This is an optimization exercise on Yosys and OpenROAD, whose aim is small area, a short achievable clock period and few clock cycles, not a production implementation. Function was checked by simulation only, so behaviour that the tests miss may differ from the original. Power figures rest on the tool's default switching activity, not on a simulated workload.

==> flow/design.v (excerpt) <==
module array_insert_delete_at_position_unit (
  input  logic                                clk,
  input  logic                                rst_n,
  input  logic                                in_valid,
  output logic                                in_ready,
  input  logic                                in_op,
  input  logic [aidp_pkg::POS_W-1:0]          in_position,
  input  logic signed [aidp_pkg::DATA_W-1:0]  in_value,
  output logic                                out_valid,
  input  logic                                out_ready,
  output logic [aidp_pkg::STAT_W-1:0]         out_status,
  output logic signed [aidp_pkg::DATA_W-1:0]  out_element,
  output logic                                out_last
);
clock: 5.0 ns
lec_check: 0
abc_area: 1
cap_margin: 20
core_margin: 2
core_utilization: 60
cts_cluster_diameter: 80
cts_cluster_size: 24
place_density: 0.7
setup_slack_margin: 2.75
slew_margin: 20
run.sh (not shown) runs the stock make flow with config.mk's settings and CLKGATE_MAP_FILE= SYNTH_SCRIPT=/design/flow/synth_recipe.tcl, a recipe that flattens the netlist after the stock synthesis.
The starting point ran to the end with no violations.
Testbench counts at the start, summed over its fixed seeds: cycles 41,175.
Then changed:
- ABC_AREA: 1 -> default
- CORE_UTILIZATION: 60 -> 55
- PLACE_DENSITY: 0.7 -> 0.65
The changed run produced a clean layout; clock power is higher by about 2%; via count is lower by 14%; maximum frequency is lower by 3.3%; combinational power is lower by 18%; area after synthesis is lower by 2.9%; die area is higher by 5.8%.
Then changed:
- CTS_CLUSTER_DIAMETER: 80 -> 70
- CTS_CLUSTER_SIZE: 24 -> 30
Effect: The changed run went through all stages and came out clean. Flip-flop and latch count is unchanged. Total power came out lower by 0.62%. Combinational power stays flat. Final area hardly moves. Routed wire length is higher by 0.48%. Setup slack gains 0.011 ns. Critical path depth stays the same. Worst hold slack loses 0.0054 ns. Clock skew came out lower by 0.0055 ns.
Then changed:
- CORE_UTILIZATION: 55 -> 60
- CTS_CLUSTER_DIAMETER: 70 -> 80
- CTS_CLUSTER_SIZE: 30 -> 24
- PLACE_DENSITY: 0.65 -> 0.7
- SETUP_SLACK_MARGIN: 2.75 -> 2.6
Effect: Utilization grows by 5.3 points. Sequential power barely changes. Via count goes up by 0.33%. Cell area falls by 0.83%. Combinational power drops by about 4%. Clock-buffer cell count is higher by 14. Non-clock buffer count went down by 19. Critical path depth does not change. Routed wire length is about the same. Clock skew barely changes. Die area fell by 8.2%.


Another version of the RTL of array_insert_delete_at_position_unit (not shown whole).
Size: roughly 2600 cells after synthesis, roughly 1200 flip-flops, roughly 81 I/O pins.
make LEC_CHECK=0 CAP_MARGIN=20 CORE_MARGIN=2 CORE_UTILIZATION=60 CTS_CLUSTER_DIAMETER=100 CTS_CLUSTER_SIZE=30 PLACE_DENSITY=0.7 SETUP_SLACK_MARGIN=2.3 SLEW_MARGIN=20 finish   # period 5.0 ns
The starting point passed the timing, DRC and antenna checks.
Testbench counts at the start, summed over its fixed seeds: cycles 40,830.
Then changed:
Settings changed: CTS_CLUSTER_DIAMETER 100 to not set, CTS_CLUSTER_SIZE 30 to not set, SETUP_SLACK_MARGIN 2.3 to 2.6.
After rerunning:
- The new run passed the timing, DRC and antenna checks
- routed wire length rises by 5.8%
- final cell count rises by 4.9%
- fmax grows by 12%
- sequential share of layout area went down by 4.9 points
- worst setup slack gets better by 280 ps
- worst hold slack hardly moves
- total power increases by 19%
- via count climbs by 3.5%
- cell area is higher by 8.2%
- non-clock buffer count is higher by 31


array_insert_delete_at_position_unit with an RTL version that a note above also has.
For scale: about 2200 cells after synthesis, ~1200 flip-flops, ~81 I/O pins, about 31000 um^2 of cells after synthesis.
Settings: LEC_CHECK=0, CAP_MARGIN=20, CORE_MARGIN=2, CORE_UTILIZATION=60, CTS_CLUSTER_DIAMETER=80, CTS_CLUSTER_SIZE=24, PLACE_DENSITY=0.7, SETUP_SLACK_MARGIN=2.82, SLEW_MARGIN=20; clock period 5.0 ns.
The baseline finished clean.
Testbench counts at the start, summed over its fixed seeds: cycles 41,175.
Then changed:
Settings changed: SETUP_SLACK_MARGIN 2.82 to 2.95.
Via count goes up by 1.2%; wire length goes up by 2.1%; cell count is about the same.


job 6880:
Starting RTL as in the previous note.
==> flow/config.mk <==
export PLATFORM = sky130hd
export DESIGN_NAME = array_insert_delete_at_position_unit
export DESIGN_NICKNAME = array_insert_delete_at_position_unit
export VERILOG_FILES = /design/flow/design.v
export SDC_FILE = /design/flow/constraint.sdc
export NUM_CORES = 4
export LEC_CHECK = 0
export CAP_MARGIN = 5
export CORE_MARGIN = 2
export CORE_UTILIZATION = 55
export CTS_CLUSTER_DIAMETER = 80
export CTS_CLUSTER_SIZE = 24
export PLACE_DENSITY = 0.65
export SETUP_SLACK_MARGIN = 2.75
export SLEW_MARGIN = 5
==> flow/constraint.sdc <==
create_clock -name core_clock -period 5.0 [get_ports {clk}]
set_input_delay 1.0000 -clock core_clock [delete_from_list [all_inputs] [get_ports {clk}]]
set_output_delay 1.0000 -clock core_clock [all_outputs]
set_load 0.01 [all_outputs]
The final layout from job 6880, which completed every stage, passed the timing, DRC and antenna checks at the end of the flow.
Testbench counts of job 6880, summed over its fixed seeds: cycles 41,175.
diff inputs: job 6880 => job 7282
# job 6880
export LEC_CHECK = 0
export CAP_MARGIN = 5
export CORE_MARGIN = 2
export CORE_UTILIZATION = 55
export CTS_CLUSTER_DIAMETER = 80
export CTS_CLUSTER_SIZE = 24
export PLACE_DENSITY = 0.65
export SETUP_SLACK_MARGIN = 2.75
export SLEW_MARGIN = 5
create_clock -name core_clock -period 5.0 [get_ports {clk}]
# job 7282
export LEC_CHECK = 0
export CAP_MARGIN = 20
export CORE_MARGIN = 2
export CORE_UTILIZATION = 60
export CTS_CLUSTER_DIAMETER = 100
export CTS_CLUSTER_SIZE = 30
export PLACE_DENSITY = 0.7
export SETUP_SLACK_MARGIN = 2.75
export SLEW_MARGIN = 20
create_clock -name core_clock -period 5.0 [get_ports {clk}]
==> notes.md <==
- Taking job 6880 as the reference point, the clock power of job 7282 falls by 12%.
- Compared with job 6880, job 7282 instantiates a smaller number of cells.
- Job 7282 vs. job 6880: total wire length after detailed routing has increased; core occupancy in the finished layout saw an increase.
- Job 7282 ended up with cnt[1] as its start point of the critical path; job 6880 ended up with out_element_r[30].
- Job 7282 -> job 6880: total grt overflow delta 0, exact match
- Hold slack essentially unchanged between job 7282 and job 6880.
#### Input delta (job 3477 over job 7282)
# job 7282
export LEC_CHECK = 0
export CAP_MARGIN = 20
export CORE_MARGIN = 2
export CORE_UTILIZATION = 60
export CTS_CLUSTER_DIAMETER = 100
export CTS_CLUSTER_SIZE = 30
export PLACE_DENSITY = 0.7
export SETUP_SLACK_MARGIN = 2.75
export SLEW_MARGIN = 20
create_clock -name core_clock -period 5.0 [get_ports {clk}]
# job 3477
export LEC_CHECK = 0
export CAP_MARGIN = 20
export CORE_MARGIN = 2
export CORE_UTILIZATION = 60
export CTS_CLUSTER_DIAMETER = 80
export CTS_CLUSTER_SIZE = 24
export PLACE_DENSITY = 0.7
export SETUP_SLACK_MARGIN = 2.75
export SLEW_MARGIN = 20
create_clock -name core_clock -period 5.0 [get_ports {clk}]
==> notes.md <==
For job 3477 and job 7282, there was not a single run that failed to finish clean.
The run showing the greater fraction of power consumed by combinational cells is job 7282.
Between job 7282 and job 3477, critical path depth decreased.
Changes observed in job 3477 relative to job 7282: average routed wire per standard cell shows a reduction of 1.3%; total met3 wirelength after detailed routing shows a reduction of 9.2%; wire length shows a reduction of about 1.2%; post-route clock period utilization shows an increase of 0.26 points.
The post-layout utilization of the core reported for job 3477 is greater than that of job 7282 by 0.52 points.
Min proportion of cell area occupied by registers across job 3477 and job 7282: job 3477

## separate check: timing with driven ports
How much do the figures lean on ideal ports? The routed layouts below were timed once more, with nothing changed but the port constraints.
Step 1 assumes that a clkbuf_16 drives the clock port and a buf_2 every other input.
Step 2 moves the port delays by t, midway between the first and last clock arrival at a register: inputs arrive t later, outputs are due t later. That takes back most of the time a late clock gives input paths.
Slacks: ideal / step 1 / step 2; pairs: ideal / step 1.
run	shift t [ns]	slack for setup (ns)	worst setup path at the end	worst slew at a driven data input, ns
the first run of note 1	0.690	2.754 / 2.704 / 2.100	input to register	0.05
the second run of note 1	0.702	2.678 / 2.616 / 2.147	input to register	0.05
the third run of note 1	0.689	2.689 / 2.627 / 2.162	input to register	0.04
the fourth run of note 1	0.684	2.612 / 2.552 / 2.077	input to register	0.04
the first run of note 2	0.687	2.324 / 2.324 / 1.780	input to register	0.04
the second run of note 2	0.717	2.609 / 2.567 / 1.983	input to register	0.04
the first run of note 3	0.681	2.673 / 2.614 / 2.179	input to register	0.04
the second run of note 3	0.695	2.665 / 2.606 / 2.307	input to register	0.04
job 6880	0.702	2.678 / 2.616 / 2.147	input to register	0.05
job 7282	0.680	2.738 / 2.736 / 2.160	input to register	0.05
job 3477	0.684	2.726 / 2.721 / 2.170	input to register	0.05
After both steps every run listed still meets setup and hold. For the first run of note 1, which loses most, drivers alone change the setup slack by -0.050 ns; drivers and shift together by -0.654 ns.
